Context: an optimization exercise on an open-source flow, tuned for small area, a short achievable clock period and few clock cycles per item. The choices shown serve that exercise and are no tape-out recipe.
In this exercise RTL edits were held to simulation tests only and were not proved equivalent to the original.

## onyx
==> module qr_cordic_top, before the edit <==
module qr_cordic_top
#(
	parameter int ROWS     = 8,
	parameter int ITER_NUM = 12
)
(
	input  logic         clk,
	input  logic         rst,
	input  logic         en,
	input  logic [11:0]  rd_a_data,
	output logic         rd_a,
	output logic [3:0]   rd_a_addr,
	output logic         wr_r,
	output logic [3:0]   wr_r_addr,
	output logic [11:0]  wr_r_data,
	output logic         valid
);
	typedef logic signed [11:0] smp_t;
	logic        busy;
	logic [3:0]  slot;
	logic [12:0] ph;      
	logic [12:0] ph_d;    
	logic [12:0] ph_d3;   
	logic       wr_r11;
	logic       wr_r12;
	logic       wr_r22;
	always_ff @(posedge clk or posedge rst) begin
		if (rst) begin
			busy   <= 1'b0;
			valid  <= 1'b0;
			wr_r11 <= 1'b0;
			wr_r12 <= 1'b0;
			wr_r22 <= 1'b0;
		end else begin
			if (en) begin
				busy  <= 1'b1;
				valid <= 1'b0;
			end else if (wr_r22) begin
				busy  <= 1'b0;
				valid <= 1'b1;
			end
			wr_r11 <= busy && (slot == 4'd8) && ph[12];
			wr_r12 <= wr_r11;
			wr_r22 <= busy && (slot == 4'd10) && ph[2];
		end
	end
	assign ph_d  = {ph[0], ph[12:1]};
	assign ph_d3 = {ph[2:0], ph[12:3]};
	always_ff @(posedge clk) begin
		if (en) begin
			slot <= '0;
			ph   <= 13'd1 << 11;
		end else begin
			ph <= {ph[11:0], ph[12]};
			if (ph[12]) begin
				slot <= slot + 4'd1;
			end
		end
	end
	assign rd_a      = busy && (slot <= 4'd7) && (ph[11] || ph[12]);
	assign rd_a_addr = {slot[2:0], ph[12]};
	assign wr_r      = wr_r11 | wr_r12 | wr_r22;
	assign wr_r_addr = {2'b00, wr_r22, ~wr_r11};
	smp_t x1, y1, x2, y2, x3, y3;
	logic d1;
	logic d1_q;
	logic d3;
	logic last1;    
	logic last2;    
	logic last3;    
	logic last4;    
	assign last1 = ph[12];
	assign last2 = ph[0];
	assign last3 = ph[1];
	assign last4 = ph[2];
	function automatic smp_t shr(input smp_t v, input logic [12:0] p);
		smp_t t;
		shr = '0;
		for (int i = 0; i < 12; i++) begin
			t   = v >>> i;
			shr = shr | ({12{p[i]}} & t);
		end
	endfunction
	assign d1 = ~y1[11];
	assign d3 = ~y3[11];
	always_ff @(posedge clk) begin
		d1_q <= d1;
	end
	smp_t            k_in;
	logic            k_nz;
	logic            k_neg;
	qr_pkg::kpart_t  k_part;
	smp_t            k_out;
	assign k_in  = ({12{ph[11]}} & x1) | ({12{ph[12]}} & x2) | ({12{ph[0]}} & y2) | ({12{ph[1]}} & x3);
	assign k_nz  = (ph[11] & y1[11]) | (ph[12] & y2[11]) | (ph[1] & y3[11]);
	assign k_neg = ph[12] & d1_q;
	always_ff @(posedge clk) begin
		k_part <= qr_pkg::scale_k_p1(k_in, k_neg, k_nz);
	end
	assign k_out = qr_pkg::scale_k_p2(k_part);
	always_ff @(posedge clk) begin
		if (last1) begin
			x1 <= (slot == 4'd0) ? '0 : k_out;
			y1 <= rd_a_data;
		end else begin
			x1 <= qr_pkg::add_sub(x1, shr(y1, ph), d1);
			y1 <= qr_pkg::add_sub(y1, shr(x1, ph), ~d1);
		end
	end
	always_ff @(posedge clk) begin
		if (last2) begin
			x2 <= (slot == 4'd1) ? '0 : k_out;
			y2 <= rd_a_data;
		end else begin
			x2 <= qr_pkg::add_sub(x2, shr(y2, ph_d), d1_q);
			y2 <= qr_pkg::add_sub(y2, shr(x2, ph_d), ~d1_q);
		end
	end
	always_ff @(posedge clk) begin
		if (last4) begin
			x3 <= (slot == 4'd2) ? '0 : k_out;
		end else begin
			x3 <= qr_pkg::add_sub(x3, shr(y3, ph_d3), d3);
		end
		if (last3) begin
			y3 <= k_out;
		end else begin
			y3 <= qr_pkg::add_sub(y3, shr(x3, ph_d3), ~d3);
		end
	end
	assign wr_r_data = ({12{wr_r11}} & x1) | ({12{wr_r12}} & x2) | ({12{wr_r22}} & x3);
endmodule
Settings: LEC_CHECK=0, CAP_MARGIN=20, CORE_MARGIN=2, CORE_UTILIZATION=40, SETUP_SLACK_MARGIN=2.7, SLEW_MARGIN=20; clock period 6.5 ns.
run.sh (not shown) runs the stock make flow with config.mk's settings and CLKGATE_MAP_FILE= SYNTH_SCRIPT=/design/flow/synth_recipe.tcl, a recipe that flattens the netlist after the stock synthesis.
Testbench counts of onyx, summed over its fixed seeds: cycles 15,888, items 128.
Input-level comparison between juniper and onyx:
diff --git a/flow/design.v b/flow/design.v
--- a/flow/design.v
+++ b/flow/design.v
@@ -4,45 +4,16 @@
 	function automatic sample_t add_sub(input sample_t x, input sample_t v, input logic d);
 		logic [R_LEN:0] s;
 		s = {x, 1'b1} + {(d ? v : ~v), ~d};
 		add_sub = s[R_LEN:1];
 	endfunction
-	typedef logic [2*R_LEN+2:0] kpart_t;
-	function automatic kpart_t scale_k_p1(input sample_t v, input logic dneg, input logic dnz);
-		logic [21:0] w;
-		logic [21:0] k;
-		logic [21:0] a, b, f, g;
-		logic [21:0] s1, c1, s2, c2, s3, c3;
-		logic [9:0]  lo;
+	function automatic sample_t scale_k(input sample_t v);
+		logic signed [21:0] w;
+		logic signed [21:0] p;
 		w = {{10{v[R_LEN-1]}}, v};
-		k = dnz ? (dneg ? -22'sd309 : 22'sd313) : 22'sd2;
-		a = w << 8;
-		b = w << 6;
-		f = ~(w << 3);
-		g = ~w;
-		s1 = a ^ b ^ f;
-		c1 = ((a & b) | (a & f) | (b & f)) << 1;
-		s2 = s1 ^ c1 ^ g;
-		c2 = ((s1 & c1) | (s1 & g) | (c1 & g)) << 1;
-		s3 = s2 ^ c2 ^ k;
-		c3 = ((s2 & c2) | (s2 & k) | (c2 & k)) << 1;
-		lo = {1'b0, s3[8:0]} + {1'b0, c3[8:0]};
-		scale_k_p1 = {s3[20:9], c3[20:9], lo[9],
-		              dnz & ~dneg & (v == 12'sh7ff), dnz & dneg & (v == 12'sh800)};
-	endfunction
-	function automatic sample_t scale_k_p2(input kpart_t p);
-		logic [R_LEN:0] t;
-		sample_t r;
-		t = {p[26:15], 1'b1} + {p[14:3], p[2]};
-		r = t[R_LEN:1];
-		if (p[1]) begin
-			scale_k_p2 = {11'h592, r[0]};
-		end else if (p[0]) begin
-			scale_k_p2 = {11'h26d, r[0]};
-		end else begin
-			scale_k_p2 = r;
-		end
+		p = (w <<< 8) + (w <<< 6) - (w <<< 3) - w;
+		scale_k = p[20:9];
 	endfunction
 endpackage
 module qr_cordic_top
 #(
 	parameter int ROWS     = 8,
@@ -105,10 +76,11 @@
 	assign rd_a      = busy && (slot <= 4'd7) && (ph[11] || ph[12]);
 	assign rd_a_addr = {slot[2:0], ph[12]};
 	assign wr_r      = wr_r11 | wr_r12 | wr_r22;
 	assign wr_r_addr = {2'b00, wr_r22, ~wr_r11};
 	smp_t x1, y1, x2, y2, x3, y3;
+	smp_t resid;
 	logic d1;
 	logic d1_q;
 	logic d3;
 	logic last1;    
 	logic last2;    
@@ -129,32 +101,25 @@
 	assign d1 = ~y1[11];
 	assign d3 = ~y3[11];
 	always_ff @(posedge clk) begin
 		d1_q <= d1;
 	end
-	smp_t            k_in;
-	logic            k_nz;
-	logic            k_neg;
-	qr_pkg::kpart_t  k_part;
-	smp_t            k_out;
-	assign k_in  = ({12{ph[11]}} & x1) | ({12{ph[12]}} & x2) | ({12{ph[0]}} & y2) | ({12{ph[1]}} & x3);
-	assign k_nz  = (ph[11] & y1[11]) | (ph[12] & y2[11]) | (ph[1] & y3[11]);
-	assign k_neg = ph[12] & d1_q;
-	always_ff @(posedge clk) begin
-		k_part <= qr_pkg::scale_k_p1(k_in, k_neg, k_nz);
-	end
-	assign k_out = qr_pkg::scale_k_p2(k_part);
+	smp_t k_in;
+	smp_t k_out;
+	assign k_in  = ({12{last1}} & x1) | ({12{last2}} & x2) | ({12{last3}} & resid) | ({12{last4}} & x3);
+	assign k_out = qr_pkg::scale_k(k_in);
 	always_ff @(posedge clk) begin
 		if (last1) begin
 			x1 <= (slot == 4'd0) ? '0 : k_out;
 			y1 <= rd_a_data;
 		end else begin
 			x1 <= qr_pkg::add_sub(x1, shr(y1, ph), d1);
 			y1 <= qr_pkg::add_sub(y1, shr(x1, ph), ~d1);
 		end
 	end
 	always_ff @(posedge clk) begin
+		resid <= y2;
 		if (last2) begin
 			x2 <= (slot == 4'd1) ? '0 : k_out;
 			y2 <= rd_a_data;
 		end else begin
 			x2 <= qr_pkg::add_sub(x2, shr(y2, ph_d), d1_q);
## What came out
Synthesized cell count was lower in the run labelled juniper.
juniper: final critical-path share of the clock period higher than onyx
In the metrics for juniper and onyx, the one carrying the lower fraction of synthesis flops using an asynchronous set or reset pin is onyx.
On DRC violation count after routing, juniper and onyx are basically level.
Met1 track demand over resource in global routing: juniper and onyx compared, lower one is onyx
Run comparison: onyx category of the critical setup timing path flop to output pin; juniper category of the critical setup timing path flop to flop
Depth of the worst register-to-register path was higher in the run labelled juniper.
[compare] base=onyx new=juniper: count of input and output buffers shows no meaningful change; share of synthesized cell area in and, or, nand and nor gates shows a reduction of 0.23 points; wire length shows a reduction of 260 um.
Testbench counts of juniper, summed over its fixed seeds: cycles 15,888, items 128.

==> what the ideal ports hide <==
The results above use ideal ports. As a check the final layouts listed here were re-extracted and re-timed, cells and wires unchanged.
Step 1: set_driving_cell puts a clkbuf_16 on clk and a buf_2 on each other input, an assumption about the parent block.
Step 2 also shifts input and output timing later by t, the mid clock arrival at the registers, as if the neighbouring blocks saw the same clock.
Three values: ideal, step 1, step 2; two values: the first two.
| run | shift t [ns] | slack for setup (ns) | cell pins on the clock port's net |
|---|---|---|---|
| onyx | 0.478 | 2.835 / 2.785 / 2.837 | 1 |
| juniper | 0.422 | 2.553 / 2.553 / 2.553 | 1 |
After both steps setup and hold are still met in every run listed.
